Source: an optimization exercise on an open RTL-to-GDS flow (aim: a short achievable clock period and few clock cycles). Production flows keep margins and buffers that such runs may drop. Function was not checked in any run shown here: the RTL went through the layout flow alone. Power figures rest on the tool's default switching activity, not on a simulated workload.

==> flow/design.v <==
`timescale 1ns/1ps
module fetch_decode #(
	parameter logic [31:0] RESET_PC = '0,
	parameter int DEPTH = 4
) (
	input logic clk,
	input logic rst_n,
	output logic fetch_ok,
	output logic [31:0] fetch_addr,
	input logic fetch_start,
	input logic fw_valid,
	input logic [31:0] fw_data,
	output logic ir_valid,
	output logic [2:0] ir_rd,
	output logic [2:0] ir_ra,
	output logic [2:0] ir_rb,
	output logic [15:0] ir_imm,
	output logic [10:0] ir_dec,
	input logic issue
);
	localparam int PW = $clog2(DEPTH);
	localparam int CAP = DEPTH + 1;
	logic [31:0] pc;
	logic [CAP-1:0] cred;
	logic stop;
	logic [PW:0] cnt;
	logic [PW-1:0] rp, wp;
	logic [35:0] bw [DEPTH];
	logic [35:0] fw_pd;
	logic [35:0] hd;
	logic take, from_buf, from_fw;
	function automatic logic [35:0] predecode(input logic [31:0] w);
		logic [3:0] op;
		logic [2:0] rd;
		logic is_alu, is_sub, is_addi, is_ld, is_st, is_halt, writes;
		op = w[31:28];
		rd = w[26:24];
		is_alu = (op <= 4'h4);
		is_sub = (op == 4'h1);
		is_addi = (op == 4'h5);
		is_ld = (op == 4'h6) && (rd != 3'd0);
		is_st = (op == 4'h7);
		is_halt = (op == 4'hf);
		writes = (is_alu || is_addi || is_ld) && (rd != 3'd0);
		predecode = {
			is_halt,                                 
			is_st,                                   
			is_ld,                                   
			writes,                                  
			is_alu || is_st,                         
			is_alu || is_addi || is_ld || is_st,     
			is_alu,                                  
			(op == 4'h4),                            
			(op == 4'h3),                            
			(op == 4'h2),                            
			is_sub,                                  
			rd, w[22:20], w[18:16], w[15:0]};
	endfunction
	assign fw_pd = predecode(fw_data);
	assign fetch_addr = pc;
	assign fetch_ok = cred[0] && !stop;
	assign take = issue || !ir_valid;
	assign from_buf = take && (cnt != '0);
	assign from_fw = take && (cnt == '0) && fw_valid;
	assign hd = bw[rp];
	always_ff @(posedge clk) begin
		if (!rst_n) begin
			pc <= RESET_PC;
			cred <= '1;
			stop <= 1'b0;
			cnt <= '0;
			rp <= '0;
			wp <= '0;
			ir_valid <= 1'b0;
		end else begin
			if (fetch_start)
				pc <= pc + 32'd4;
			if (fetch_start && !issue)
				cred <= {1'b0, cred[CAP-1:1]};
			else if (!fetch_start && issue)
				cred <= {cred[CAP-2:0], 1'b1};
			if (fw_valid && fw_data[31:28] == 4'hf)
				stop <= 1'b1;
			if (fw_valid)
				wp <= (wp == PW'(DEPTH - 1)) ? '0 : wp + 1'b1;
			if (from_buf || from_fw)
				rp <= (rp == PW'(DEPTH - 1)) ? '0 : rp + 1'b1;
			if (fw_valid && !(from_buf || from_fw))
				cnt <= cnt + 1'b1;
			else if (!fw_valid && from_buf)
				cnt <= cnt - 1'b1;
			if (take)
				ir_valid <= from_buf || from_fw;
		end
	end
	always_ff @(posedge clk) begin
		if (fw_valid)
			bw[wp] <= fw_pd;
		if (take)
			{ir_dec, ir_rd, ir_ra, ir_rb, ir_imm} <= from_buf ? hd : fw_pd;
	end
endmodule
`timescale 1ns/1ps
module execute_unit #(
	parameter int DQ_DEPTH = 2
) (
	input logic clk,
	input logic rst_n,
	input logic ir_valid,
	input logic [2:0] ir_rd,
	input logic [2:0] ir_ra,
	input logic [2:0] ir_rb,
	input logic [15:0] ir_imm,
	input logic [10:0] ir_dec,
	output logic issue,
	output logic [2:0] rd_a_idx,
	output logic [2:0] rd_b_idx,
	input logic [31:0] rd_a_data,
	input logic [31:0] rd_b_data,
	output logic wb_we,
	output logic [2:0] wb_rd,
	output logic [31:0] wb_data,
	input logic ld_valid,
	input logic [2:0] ld_rd,
	output logic data_ok,
	output logic data_write,
	output logic [31:0] data_addr,
	output logic [31:0] data_wdata,
	output logic [2:0] data_rd,
	input logic data_start,
	output logic halt_done
);
	localparam int QW = $clog2(DQ_DEPTH + 1);
	localparam int PW = (DQ_DEPTH > 1) ? $clog2(DQ_DEPTH) : 1;
	logic d_sub, d_and, d_or, d_xor, d_breg, d_ura, d_urb, d_wr, d_ld, d_st, d_halt;
	logic ra_busy, rb_busy, waw, mem_full, hazard;
	logic halt_issued;
	logic [7:0] pend;
	logic ex_valid;
	logic [31:0] ex_a, ex_b, ex_wd;
	logic ex_cin;
	logic ex_sel_and, ex_sel_or, ex_sel_xor;
	logic [2:0] ex_rd;
	logic ex_wr, ex_ld, ex_st, ex_halt;
	logic [31:0] sum, res;
	logic [QW-1:0] dq_cnt;
	logic [PW-1:0] dq_rp, dq_wp;
	logic dq_w [DQ_DEPTH];
	logic [31:0] dq_a [DQ_DEPTH];
	logic [31:0] dq_d [DQ_DEPTH];
	logic [2:0] dq_r [DQ_DEPTH];
	logic push;
	logic dq_room;
	assign {d_halt, d_st, d_ld, d_wr, d_urb, d_ura, d_breg, d_xor, d_or, d_and, d_sub} = ir_dec;
	assign rd_a_idx = ir_ra;
	assign rd_b_idx = ir_rb;
	assign ra_busy = d_ura && (pend[ir_ra] ||
		(ex_valid && ex_wr && ex_rd == ir_ra) || (wb_we && wb_rd == ir_ra));
	assign rb_busy = d_urb && (pend[ir_rb] ||
		(ex_valid && ex_wr && ex_rd == ir_rb) || (wb_we && wb_rd == ir_rb));
	assign waw = d_wr && (pend[ir_rd] || (ex_valid && ex_ld && ex_rd == ir_rd));
	assign dq_room = ((QW+1)'(dq_cnt) + (QW+1)'(ex_valid && (ex_ld || ex_st))) < (QW+1)'(DQ_DEPTH);
	assign mem_full = (d_ld || d_st) && !dq_room;
	assign hazard = ra_busy || rb_busy || waw || mem_full;
	assign issue = ir_valid && !halt_issued && !hazard;
	always_ff @(posedge clk) begin
		if (!rst_n) begin
			ex_valid <= 1'b0;
			wb_we <= 1'b0;
			halt_issued <= 1'b0;
			halt_done <= 1'b0;
		end else begin
			ex_valid <= issue;
			wb_we <= ex_valid && ex_wr && !ex_ld;
			if (issue && d_halt)
				halt_issued <= 1'b1;
			if (ex_valid && ex_halt)
				halt_done <= 1'b1;
		end
	end
	always_ff @(posedge clk) begin
		ex_a <= rd_a_data;
		ex_b <= d_breg ? (d_sub ? ~rd_b_data : rd_b_data) : {{16{ir_imm[15]}}, ir_imm};
		ex_cin <= d_sub;
		ex_wd <= rd_b_data;
		ex_sel_and <= d_and;
		ex_sel_or <= d_or;
		ex_sel_xor <= d_xor;
		ex_rd <= ir_rd;
		ex_wr <= d_wr;
		ex_ld <= d_ld;
		ex_st <= d_st;
		ex_halt <= d_halt;
	end
	assign sum = ex_a + ex_b + {31'd0, ex_cin};
	always_comb begin
		if (ex_sel_and) res = ex_a & ex_b;
		else if (ex_sel_or) res = ex_a | ex_b;
		else if (ex_sel_xor) res = ex_a ^ ex_b;
		else res = sum;
	end
	always_ff @(posedge clk) begin
		wb_rd <= ex_rd;
		wb_data <= res;
	end
	always_ff @(posedge clk) begin
		if (!rst_n) begin
			pend <= '0;
		end else begin
			for (int i = 1; i < 8; i++) begin
				if (ex_valid && ex_ld && ex_rd == 3'(i))
					pend[i] <= 1'b1;
				else if (ld_valid && ld_rd == 3'(i))
					pend[i] <= 1'b0;
			end
			pend[0] <= 1'b0;
		end
	end
	assign push = ex_valid && (ex_ld || ex_st);
	assign data_ok = (dq_cnt != '0);
	assign data_write = dq_w[dq_rp];
	assign data_addr = dq_a[dq_rp];
	assign data_wdata = dq_d[dq_rp];
	assign data_rd = dq_r[dq_rp];
	always_ff @(posedge clk) begin
		if (!rst_n) begin
			dq_cnt <= '0;
			dq_rp <= '0;
			dq_wp <= '0;
		end else begin
			if (push && !data_start)
				dq_cnt <= dq_cnt + 1'b1;
			else if (!push && data_start)
				dq_cnt <= dq_cnt - 1'b1;
			if (push)
				dq_wp <= (dq_wp == PW'(DQ_DEPTH - 1)) ? '0 : dq_wp + 1'b1;
			if (data_start)
				dq_rp <= (dq_rp == PW'(DQ_DEPTH - 1)) ? '0 : dq_rp + 1'b1;
		end
	end
	always_ff @(posedge clk) begin
		if (push) begin
			dq_w[dq_wp] <= ex_st;
			dq_a[dq_wp] <= sum;
			dq_d[dq_wp] <= ex_wd;
			dq_r[dq_wp] <= ex_rd;
		end
	end
endmodule
`timescale 1ns/1ps
module reg_result (
	input logic clk,
	input logic rst_n,
	input logic [2:0] rd_a_idx,
	input logic [2:0] rd_b_idx,
	output logic [31:0] rd_a_data,
	output logic [31:0] rd_b_data,
	input logic ex_we,
	input logic [2:0] ex_rd,
	input logic [31:0] ex_data,
	input logic ld_we,
	input logic [2:0] ld_rd,
	input logic [31:0] ld_data
);
	logic [31:0] regs [8];
	assign regs[0] = '0;
	assign rd_a_data = regs[rd_a_idx];
	assign rd_b_data = regs[rd_b_idx];
	for (genvar i = 1; i < 8; i++) begin : g_reg
		always_ff @(posedge clk) begin
			if (!rst_n)
				regs[i] <= '0;
			else if (ld_we && ld_rd == 3'(i))
				regs[i] <= ld_data;
			else if (ex_we && ex_rd == 3'(i))
				regs[i] <= ex_data;
		end
	end
endmodule
`timescale 1ns/1ps
module mem_bus_guard (
	input logic clk,
	input logic rst_n,
	input logic fetch_ok,
	input logic [31:0] fetch_addr,
	output logic fetch_start,
	input logic data_ok,
	input logic data_write,
	input logic [31:0] data_addr,
	input logic [31:0] data_wdata,
	input logic [2:0] data_rd,
	output logic data_start,
	output logic rq_valid,
	output logic rq_fetch,
	output logic [2:0] rq_rd,
	output logic [31:0] rq_data,
	output logic bus_free,
	output logic psel,
	output logic penable,
	output logic pwrite,
	output logic [31:0] paddr,
	output logic [31:0] pwdata,
	input logic [31:0] prdata,
	input logic pready
);
	logic done;
	logic free;
	logic start;
	logic cur_fetch;
	logic [2:0] cur_rd;
	assign done = penable && pready;
	assign free = !psel || done;
	assign start = free && (data_ok || fetch_ok);
	assign data_start = free && data_ok;
	assign fetch_start = free && !data_ok && fetch_ok;
	assign bus_free = free;
	always_ff @(posedge clk) begin
		if (!rst_n) begin
			psel <= 1'b0;
			penable <= 1'b0;
		end else if (start) begin
			psel <= 1'b1;
			penable <= 1'b0;
		end else if (done) begin
			psel <= 1'b0;
			penable <= 1'b0;
		end else if (psel) begin
			penable <= 1'b1;
		end
	end
	always_ff @(posedge clk) begin
		if (start) begin
			pwrite <= data_ok && data_write;
			paddr <= data_ok ? data_addr : fetch_addr;
			pwdata <= data_wdata;
			cur_fetch <= !data_ok;
			cur_rd <= data_rd;
		end
	end
	always_ff @(posedge clk) begin
		if (!rst_n)
			rq_valid <= 1'b0;
		else
			rq_valid <= done && !pwrite;
		rq_fetch <= cur_fetch;
		rq_rd <= cur_rd;
		rq_data <= prdata;
	end
endmodule
`timescale 1ns/1ps
module cpu_top #(
	parameter logic [31:0] RESET_PC = 32'h0000_0000
) (
	input logic clk,
	input logic rst_n,
	output logic halted,
	output logic psel,
	output logic penable,
	output logic pwrite,
	output logic [31:0] paddr,
	output logic [31:0] pwdata,
	input logic [31:0] prdata,
	input logic pready
);
	logic fetch_ok;
	logic [31:0] fetch_addr;
	logic fetch_start;
	logic data_ok;
	logic data_write;
	logic [31:0] data_addr;
	logic [31:0] data_wdata;
	logic [2:0] data_rd;
	logic data_start;
	logic rq_valid;
	logic rq_fetch;
	logic [2:0] rq_rd;
	logic [31:0] rq_data;
	logic bus_free;
	logic ir_valid;
	logic [2:0] ir_rd, ir_ra, ir_rb;
	logic [15:0] ir_imm;
	logic [10:0] ir_dec;
	logic issue;
	logic [2:0] rd_a_idx, rd_b_idx;
	logic [31:0] rd_a_data, rd_b_data;
	logic wb_we;
	logic [2:0] wb_rd;
	logic [31:0] wb_data;
	logic halt_done;
	fetch_decode #(
		.RESET_PC(RESET_PC)
	) i_fetch_decode (
		.clk(clk),
		.rst_n(rst_n),
		.fetch_ok(fetch_ok),
		.fetch_addr(fetch_addr),
		.fetch_start(fetch_start),
		.fw_valid(rq_valid && rq_fetch),
		.fw_data(rq_data),
		.ir_valid(ir_valid),
		.ir_rd(ir_rd),
		.ir_ra(ir_ra),
		.ir_rb(ir_rb),
		.ir_imm(ir_imm),
		.ir_dec(ir_dec),
		.issue(issue)
	);
	execute_unit i_execute_unit (
		.clk(clk),
		.rst_n(rst_n),
		.ir_valid(ir_valid),
		.ir_rd(ir_rd),
		.ir_ra(ir_ra),
		.ir_rb(ir_rb),
		.ir_imm(ir_imm),
		.ir_dec(ir_dec),
		.issue(issue),
		.rd_a_idx(rd_a_idx),
		.rd_b_idx(rd_b_idx),
		.rd_a_data(rd_a_data),
		.rd_b_data(rd_b_data),
		.wb_we(wb_we),
		.wb_rd(wb_rd),
		.wb_data(wb_data),
		.ld_valid(rq_valid && !rq_fetch),
		.ld_rd(rq_rd),
		.data_ok(data_ok),
		.data_write(data_write),
		.data_addr(data_addr),
		.data_wdata(data_wdata),
		.data_rd(data_rd),
		.data_start(data_start),
		.halt_done(halt_done)
	);
	reg_result i_reg_result (
		.clk(clk),
		.rst_n(rst_n),
		.rd_a_idx(rd_a_idx),
		.rd_b_idx(rd_b_idx),
		.rd_a_data(rd_a_data),
		.rd_b_data(rd_b_data),
		.ex_we(wb_we),
		.ex_rd(wb_rd),
		.ex_data(wb_data),
		.ld_we(rq_valid && !rq_fetch),
		.ld_rd(rq_rd),
		.ld_data(rq_data)
	);
	mem_bus_guard i_mem_bus_guard (
		.clk(clk),
		.rst_n(rst_n),
		.fetch_ok(fetch_ok),
		.fetch_addr(fetch_addr),
		.fetch_start(fetch_start),
		.data_ok(data_ok),
		.data_write(data_write),
		.data_addr(data_addr),
		.data_wdata(data_wdata),
		.data_rd(data_rd),
		.data_start(data_start),
		.rq_valid(rq_valid),
		.rq_fetch(rq_fetch),
		.rq_rd(rq_rd),
		.rq_data(rq_data),
		.bus_free(bus_free),
		.psel(psel),
		.penable(penable),
		.pwrite(pwrite),
		.paddr(paddr),
		.pwdata(pwdata),
		.prdata(prdata),
		.pready(pready)
	);
	always_ff @(posedge clk) begin
		if (!rst_n)
			halted <= 1'b0;
		else if (halt_done && !data_ok && bus_free)
			halted <= 1'b1;
	end
endmodule
==> flow/run.sh <==
#!/bin/bash
# synth_recipe.tcl (not shown) runs the flow's synth.tcl, then flattens the netlist and writes it again
# the make line also repeats each setting of config.mk as NAME=value (left out here)
make -C /OpenROAD-flow-scripts/flow DESIGN_CONFIG=/design/flow/config.mk WORK_HOME=/design/flow/orfs CLKGATE_MAP_FILE= SYNTH_SCRIPT=/design/flow/synth_recipe.tcl finish
==> flow/config.mk <==
export PLATFORM = sky130hd
export DESIGN_NAME = cpu_top
export DESIGN_NICKNAME = cpu_top
export VERILOG_FILES = /design/flow/design.v
export SDC_FILE = /design/flow/constraint.sdc
export NUM_CORES = 4
export LEC_CHECK = 0
export ABC_CLOCK_PERIOD_IN_PS = 2500
export CAP_MARGIN = 20
export CORE_MARGIN = 2
export CORE_UTILIZATION = 40
export SETUP_SLACK_MARGIN = 4.5
export SLEW_MARGIN = 20
==> flow/constraint.sdc <==
create_clock -name core_clock -period 7.0 [get_ports {clk}]
set_input_delay 1.4000 -clock core_clock [delete_from_list [all_inputs] [get_ports {clk}]]
set_output_delay 1.4000 -clock core_clock [all_outputs]
set_load 0.01 [all_outputs]
==> key figures, run 1 <==
Status
  • Status: timing/DRC/antenna clean

Global route
  • Vias in the first global route: 26000
  • Largest net degree at the start of global routing: 101
  • Global route overflow: 0
  • Initial antenna violation count: 4
  • First-pass GRT wire length: 170000 um
  • Gr usage total: 0.229

Logic synthesis
  • Yosys warns: 6
  • Yosys cell types: 80
  • Top-area cell type share of the netlist area: 0.302
  • Sequential area share after synthesis: 0.547
  • EDFF count, synth: 385
  • Synth area leader: edfxtp_1
  • Yosys reg bits: 853
  • Post-Synthesis Cell Area: 38300 sq um
  • Async S/R FF share, synth: 0
  • Post-Syn Nets: 3436
  • Mean Syn Cell Area: 11.5 sq um
  • Synth area leaders: edfxtp_1 (30%), dfxtp_1 (24%), mux2i_1 (7.6%)
  • Cell count after synthesis: 3326
  • Most used DFF post-synth: dfxtp_1

Timing
  • Worst Max-Slew Pin Slew: 1.11 ns
  • Fin Hold WS: 0.341 ns
  • Worst rel slew slack: 0.258
  • Final TNS setup: 0 ns
  • Max Fclk: 0.332 GHz
  • Setup-failing EPs final: 0
  • Final Skew: 0.0331 ns
  • Slew Viols, Final: 0
  • Hold Fails Final Rpt: 0
  • Period minus WS final: 3.01 ns
  • Tcrit/Tclk final: 0.430
  • RSZ-0062 raised after global routing: yes

Critical path
  • Critical path peak fanout: 10
  • R2R Path End: i_fetch_decode.ir_dec[6]
  • Worst path slowest cell: o32a_4
  • R2R Path Start: i_fetch_decode.ir_rb[0]
  • R2R Setup Slk: 3.99 ns
  • Crit start category: flop
  • CP arrival: 3.43 ns
  • Crit. End Element: flop
  • Worst reg2reg path depth: 11
  • CP Class: reg -> reg
  • Peak per-stage delay on the critical path: 0.46 ns
  • Critical Path RT: 7.42 ns
  • Crit-path cells: buf_12, buf_6, mux4_2, nand2b_4, a211oi_4, buf_4, buf_6, nor2_2, o32a_4, buf_12, mux2_4

Power
  • Net Sw Power: 6.95 mW
  • Pwr/cell area: 412 nW/um^2
  • IR drop worst, VDD: 228 uV
  • Leak pwr: 17.2 nW
  • Clk network pwr share: 0.259
  • Logic gate share of total power: 0.368
  • Pint: 11.9 mW
  • Sw Ratio: 0.369
  • Share of power burned in registers: 0.373

Floorplanning
  • FP Rows: 113
  • Die Wd: 313 um
  • Effective utilization at floorplan: 0.403
  • IO Count: 103
  • Die Area: 98100 sq um
  • Die height: 313 um
  • Core Footprint: 94900 sq um

Route
  • Final ANT Viol Nets: 0
  • DRT Pass-1 Iters: 6
  • Post-DR vias/cell: 5.63
  • WL/cell: 24.1 um
  • First DRT Iteration DRCs: 2773
  • Final wirelength: 115000 um
  • Vias: 26800
  • # DRC: 0

Final layout
  • P&R area growth vs syn: 19.4%
  • Final-stage net count: 3525
  • Layout cells sized above 1: 0.224
  • Fin cells: 4760

Placement
  • Buffers added on ports: 102
  • Placed insts: 4473
  • RD Place Congestion: 0.859
  • Dpl hpwl: 67200 um

CTS
  • CTS Buf Count: 91
  • Htree depth: 3
  • Clock latency on the worst-skew pair: 0.68 ns
  • Sinks on Clock Net: 853
  • TritonCTS clock tree: built
  • Clock-pin slew on the worst setup and hold paths: 0.06 ns
  • Clk Tree Root Cell: clkbuf_16
  • Hold Buf Count CTS: 0
  • CTS Buffer Depth: 3

Min path
  • Hold depth: 0
  • Worst Hold Class: reg -> reg
  • Hold EP: i_mem_bus_guard.rq_rd[0]
  • Worst hold start: i_mem_bus_guard.cur_rd[0]

Flow run
  • Max-cap violation count: 0
[through the flow]
stage	total power [mW]	setup slack, ns	utilization	cell area (sq um)
after floorplan	10.4	3.95	-	38400
after global placement	12.4	2.99	0.426	40400
after detailed placement	12.4	2.94	0.426	40400
after CTS	18.4	4.05	0.473	44900
after global routing	19.6	3.91	0.481	45700
final	18.8	3.99	0.481	45700
[critical path: cells and delay by family (launching register included)]
| kind | cells | cell delay [ns] |
|---|---|---|
| mux | 2 | 0.71 |
| buf+inv | 5 | 0.73 |
| flops | 1 | 0.41 |
| simple gates | 2 | 0.19 |
| compound gates | 2 | 0.71 |
[cells in the final DEF (no fill, tap or decap), types with 76 or more instances in the layout]
| cell type | count |
|---|---|
| buf_4 | 101 |
| clkbuf_16 | 95 |
| o21ai_0 | 76 |
| mux2i_1 | 291 |
| nand2_1 | 181 |
| nor2_1 | 356 |
| inv_1 | 107 |
| dfxtp_1 | 451 |
| edfxtp_1 | 385 |
| a211oi_1 | 224 |
| a21oi_1 | 78 |
| mux2_2 | 119 |
[metal layers]
metal,share of wire,track usage,vias up
met5,0.00011,0,-
met4,0.038,0.0869,2
met2,0.46,0.362,987
li1,-,-,12400
met1,0.43,0.312,13200
met3,0.079,0.0453,229
[what timing repair did]
item                                    in CTS  in global routing
gates cloned                                15                  4
setup buffers                               63                 30
resized for setup                          506                108
pin swaps                                   77                 55
endpoints found under the setup margin     620                295
[registers in the layout (all words and copies together) (netlist names), 6 cells and up, named ones only]
register                 cells
i_execute_unit.dq_d         64
i_execute_unit.ex_wd        32
i_fetch_decode.bw          144
i_mem_bus_guard.pwdata      32
i_mem_bus_guard.rq_data     32
i_fetch_decode.ir_dec       11
i_execute_unit.pend          7
i_fetch_decode.ir_imm       16
i_execute_unit.dq_r          6
i_mem_bus_guard.paddr       32
i_reg_result.regs          224
i_execute_unit.ex_b         32
i_execute_unit.wb_data      32
i_execute_unit.dq_a         64
i_execute_unit.ex_a         32
i_fetch_decode.pc           30
[synthesized netlist by cell type (all sizes together), types with 11 or more instances]
cell and count:
nand4 18, mux2 139, a221oi 60, dfxtp 468
a21oi 103, nor2b 13, mux4 66, clkbuf 181
buf 89, a211oi 228, a22o 15, o21ai 119
edfxtp 385, mux2i 292, a21o 11, nand3 27
and2 14, inv 116, nor2 374, nand2 190
xor2 66, xnor2 53, and3 15, ha 73
nor3 29, a22oi 26
[power by group through the flow]
stage | Sequential, mW | Combinational [mW] | Clock, mW
after global placement | 7.09 | 5.27 | 0
after global routing | 7.09 | 7.33 | 5.17
after CTS | 7.01 | 6.39 | 4.96
final | 7.02 | 6.94 | 4.88
after floorplan | 6.65 | 3.74 | 0
after detailed placement | 7.08 | 5.31 | 0
[worst max-delay path by stage]
stage / from / endpoint / slack [ns] / cells after the start
2_1_floorplan: pready / i_mem_bus_guard.cur_fetch / 3.95 / 2
3_3_place_gp: pready / i_fetch_decode.pc[31] / 2.99 / 9
3_5_place_dp: pready / i_fetch_decode.pc[31] / 2.94 / 9
4_1_cts: i_fetch_decode.ir_ra[2] / i_fetch_decode.cnt[2] / 4.05 / 14
5_1_grt: i_fetch_decode.ir_rb[0] / i_fetch_decode.cnt[2] / 3.91 / 15
6_report: i_fetch_decode.ir_rb[0] / i_fetch_decode.ir_dec[6] / 3.99 / 11
[area by class of cell]
cell class / instances / area, sq um
diodes: 1 / 2.50
clock buffers: 127 / 2540
clock inverters: 45 / 502
fillers: 8303 / 49200
inverters: 119 / 517
multi-input cells: 2085 / 17000
flip-flops and latches: 853 / 21000
well taps: 1265 / 1580
repair buffers: 262 / 2550
repair inverters: 3 / 41.3
[logic make-up after synthesis]
family                     synth area share
AOI/OAI and AO/OA                     0.121
xor gates and xnor gates             0.0272
adders and majority gates            0.0249
buffers and inverters                0.0395
DFF                                   0.547
muxes                                 0.158
and+or+nand+nor                      0.0821
==> run 2, diff against run 1 <==
==> flow/config.mk (replaced) <==
export PLATFORM = sky130hd
export DESIGN_NAME = cpu_top
export DESIGN_NICKNAME = cpu_top
export VERILOG_FILES = /design/flow/design.v
export SDC_FILE = /design/flow/constraint.sdc
export NUM_CORES = 4
export LEC_CHECK = 0
export ABC_CLOCK_PERIOD_IN_PS = 2000
export CAP_MARGIN = 20
export CORE_MARGIN = 2
export CORE_UTILIZATION = 30
export SETUP_SLACK_MARGIN = 4.8
export SLEW_MARGIN = 20
==> run 2 against run 1 <==
Largest power group is now combinational cells; combinational power increased by 11%; sequential share of layout area shrank 1.8 points; clock power fell by 3%; utilization is 11 points lower; wire length increased by 4.2%; total power rose by 2.9%; still clean; die area up 33%; worst hold slack barely moved; register-to-register slack got worse by 0.02 ns; count of clock-buffer cells in the layout is 6 lower.
==> key figures, run 2 <==
Status
  • Status: timing/DRC/antenna clean

Critical path
  • CP Class: reg -> reg
  • Critical Path RT: 7.57 ns (+0.15 ns)
  • Critical path peak fanout: 5 (-5)
  • Worst path slowest cell: mux4_2
  • Top delay family on crit path: compound AO/OA/AOI/OAI gates
  • CP arrival: 3.60 ns (+0.17 ns)
  • Crit start category: flop
  • Buffers & Inverters on Critical Path: 2 (-3)
  • Peak per-stage delay on the critical path: 0.51 ns (+0.05 ns)
  • Crit-path cells: buf_6, mux4_2, nand2b_4, a211oi_4, o21ai_2, nor2_2, nor2b_4, bufinv_16, nor2_4, xnor2_2, ha_4, nor3_2, and3_1, o311a_1
  • Crit. End Element: flop

Route
  • # DRC: 0 (unchanged)
  • DRT Pass-1 Iters: 7 (+1)
  • WL/cell: 22.9 um (-5.1%)
  • Final ANT Viol Nets: 0 (unchanged)
  • Vias: 27600 (+3.1%)
  • First DRT Iteration DRCs: 2809 (+1.3%)
  • Post-DR vias/cell: 5.29 (-6.1%)
  • Final wirelength: 120000 um (+4.2%)

CTS
  • TritonCTS clock tree: built
  • Htree depth: 3 (unchanged)
  • CTS Buffer Depth: 3 (unchanged)
  • Sinks on Clock Net: 853 (unchanged)
  • Hold Buf Count CTS: 0 (unchanged)
  • Clock-pin slew on the worst setup and hold paths: 0.06 ns (about the same)
  • Clock latency on the worst-skew pair: 0.69 ns (about the same)
  • CTS Buf Count: 87 (-4.4%)
  • Clk Tree Root Cell: clkbuf_16

Floorplanning
  • Core Footprint: 127000 sq um (+34%)
  • Effective utilization at floorplan: 0.301 (-0.102)
  • FP Rows: 131 (+16%)
  • Die Wd: 361 um (+15%)
  • IO Count: 103 (unchanged)
  • Die height: 361 um (+15%)
  • Die Area: 130000 sq um (+33%)

Global route
  • GRT Max-Usage Layer: met2
  • Initial antenna violation count: 14 (+10)
  • Largest net degree at the start of global routing: 71 (-30%)
  • Global route overflow: 0 (unchanged)
  • Vias in the first global route: 26700 (+2.7%)
  • First-pass GRT wire length: 173000 um (+1.5%)
  • Met2 usage in global routing: 0.286 (-0.0763)
  • Gr usage total: 0.174 (-0.0557)
  • GRT met3 Usage: 0.0290 (-0.0163)
  • Global routing usage on met1: 0.226 (-0.0856)

Timing
  • Worst rel slew slack: 0.304 (+0.0459)
  • Slew Viols, Final: 0 (unchanged)
  • Final TNS setup: 0 ns (unchanged)
  • Setup-failing EPs final: 0 (unchanged)
  • Period minus WS final: 3.03 ns (+0.0196 ns)
  • Final Skew: 0.0319 ns (-0.00118 ns)
  • RSZ-0062 raised after global routing: yes
  • Worst Max-Slew Pin Slew: 1.04 ns (-0.0688 ns)
  • Hold Fails Final Rpt: 0 (unchanged)
  • Max Fclk: 0.330 GHz (-0.65%)
  • Tcrit/Tclk final: 0.433 (+0.00279)

Logic synthesis
  • Yosys warns: 6 (unchanged)
  • Most used DFF post-synth: dfxtp_1
  • Synth cell count leaders: dfxtp_1 (468), edfxtp_1 (385), nor2_1 (374)
  • Top-area cell type share of the netlist area: 0.302 (unchanged)
  • Cell count after synthesis: 3326 (unchanged)
  • Most frequent cell after synthesis: dfxtp_1
  • Mean Syn Cell Area: 11.5 sq um (unchanged)
  • Async S/R FF share, synth: 0 (unchanged)
  • Post-Syn Nets: 3436 (unchanged)
  • Yosys reg bits: 853 (unchanged)
  • Yosys cell types: 80 (unchanged)
  • Post-Synthesis Cell Area: 38300 sq um (unchanged)
  • EDFF count, synth: 385 (unchanged)
  • Synth area leader: edfxtp_1
  • Sequential area share after synthesis: 0.547 (unchanged)
  • Synth area leaders: edfxtp_1 (30%), dfxtp_1 (24%), mux2i_1 (7.6%)

Final layout
  • Most frequent cells in the layout: dfxtp_1 (450), edfxtp_1 (385), nor2_1 (345), mux2i_1 (291), a211oi_1 (223)
  • Largest register FFs: 224 (unchanged)
  • Layout cells sized above 1: 0.264 (+0.0401)
  • Commonest non-fill, non-tap cell in the layout: dfxtp_1
  • P&R area growth vs syn: 24.2%
  • Final-stage net count: 3600 (+2.1%)
  • Biggest register: i_reg_result.regs
  • Largest regs: i_reg_result.regs (224), i_fetch_decode.bw (144)

Power
  • PnR Total Power: 19.4 mW (+2.9%)
  • Leak pwr: 17.8 nW (+3.8%)
  • Pwr/cell area: 408 nW/um^2 (-1.1%)
  • IR drop worst, VDD: 215 uV (-5.6%)

Placement
  • Dpl hpwl: 67700 um (+0.85%)
  • Buffers added on ports: 102 (unchanged)
  • RD Place Congestion: 0.859 (about the same)

Flow run
  • Max-cap violation count: 0 (unchanged)

Min path
  • Worst Hold Class: reg -> reg
[run 2: cell types whose count changed in the layout (fill, tap and decap cells not counted), sizes merged, moves of 2 or more]
cell | previous run | this run
clkbuf | 131 | 126
inv | 118 | 127
buf | 219 | 293
bufinv | 8 | 6
clkinv | 35 | 28
[run 2: cell families after synthesis]
kind of cell,after synthesis,synth area share
AOI/OAI and AO/OA,665,0.121
xor gates and xnor gates,119,0.0272
adders and majority gates,75,0.0249
buffers and inverters,389,0.0395
DFF,853,0.547
muxes,497,0.158
and+or+nand+nor,728,0.0821
[run 2: path summary, 6_finish.rpt]
kind,from,to,slack [ns],cells after the start
max,i_fetch_decode.ir_rb[0],i_fetch_decode.cnt[2],3.97,14
min,i_mem_bus_guard.cur_fetch,i_mem_bus_guard.rq_fetch,0.34,0
max reg2reg,i_fetch_decode.ir_rb[0],i_fetch_decode.cnt[2],3.97,14
min reg2reg,i_mem_bus_guard.cur_fetch,i_mem_bus_guard.rq_fetch,0.34,0
[run 2: layer usage]
| metal | wire [um] | vias to the layer above |
|---|---|---|
| met5 | 31 | - |
| met1 | 49500 | 13600 |
| met4 | 5730 | 4 |
| met3 | 8980 | 318 |
| met2 | 55400 | 1214 |
| li1 | - | 12600 |
[run 2: power by group]
| part | internal, mW | switching (mW) |
|---|---|---|
| sequential | 6.19 | 0.775 |
| clock | 2.71 | 2.03 |
| combinational | 3.31 | 4.37 |
| total | 12.2 | 7.17 |
[run 2: worst register-to-register path, delay by kind of cell (launching register included)]
family / cells / cell delay [ns]
compound gates: 3 / 0.66
simple gates: 6 / 0.63
mux: 1 / 0.51
flops: 1 / 0.41
buf+inv: 2 / 0.35
xor+xnor: 1 / 0.18
fa+ha+maj: 1 / 0.17
[run 2: area by class of cell]
| type | count | area, sq um |
|---|---|---|
| multi-input combinational | 2085 | 17500 |
| antenna | 2 | 5.00 |
| clock buffer | 121 | 2510 |
| sequential | 853 | 21000 |
| clock inverter | 40 | 385 |
| tap | 1662 | 2080 |
| timing repair inverter | 7 | 92.6 |
| timing repair buffer | 337 | 3520 |
| inverter | 119 | 503 |
| fill | 12100 | 79500 |
[run 2: what timing repair did]
| action | 4_1_cts | 5_1_grt |
|---|---|---|
| gates resized for setup | 527 | 241 |
| hold endpoints to repair | 0 | 0 |
| pin swaps | 87 | 104 |
| cloned | 17 | 8 |
| setup endpoints to repair | 779 | 439 |
| buffers inserted | 84 | 85 |
[run 2: metrics by stage]
| step | util | cells | setup slack, ns | area (sq um) | hold slack [ns] |
|---|---|---|---|---|---|
| after floorplan | - | 3326 | 3.95 | 38600 | 0.323 |
| after global placement | 0.323 | 4869 | 2.74 | 41000 | 0.323 |
| after detailed placement | 0.323 | 4869 | 2.70 | 41000 | 0.327 |
| after CTS | 0.360 | 5131 | 3.97 | 45700 | 0.343 |
| after global routing | 0.374 | 5225 | 3.87 | 47500 | 0.351 |
| final | 0.374 | 5226 | 3.97 | 47500 | 0.341 |

static timing again, ports no longer ideal:
No port has a modelled driver above. Below, the same layouts with a new extraction and two added sets of constraints.
Step 1: set_driving_cell puts a clkbuf_16 on clk and a buf_2 on each other input, an assumption about the parent block.
Step 2 also shifts input and output timing later by t, the mid clock arrival at the registers, as if the neighbouring blocks saw the same clock.
Three values: ideal ports, drivers, drivers and shift; two values: the first two.
run	t (ns)	setup slack, ns	worst setup path after step 2	latest minus earliest clock arrival (ns)	worst slew at a driven data input, ns
run 1	0.727	3.991 / 3.991 / 3.739	input to register	0.034 / 0.034	0.06
run 2	0.736	3.971 / 3.971 / 3.854	input to register	0.032 / 0.032	0.13
After both steps setup and hold are still met in every run listed. The setup slack of run 1, which loses most, moves by 0.000 ns with the drivers and by -0.252 ns with both steps.
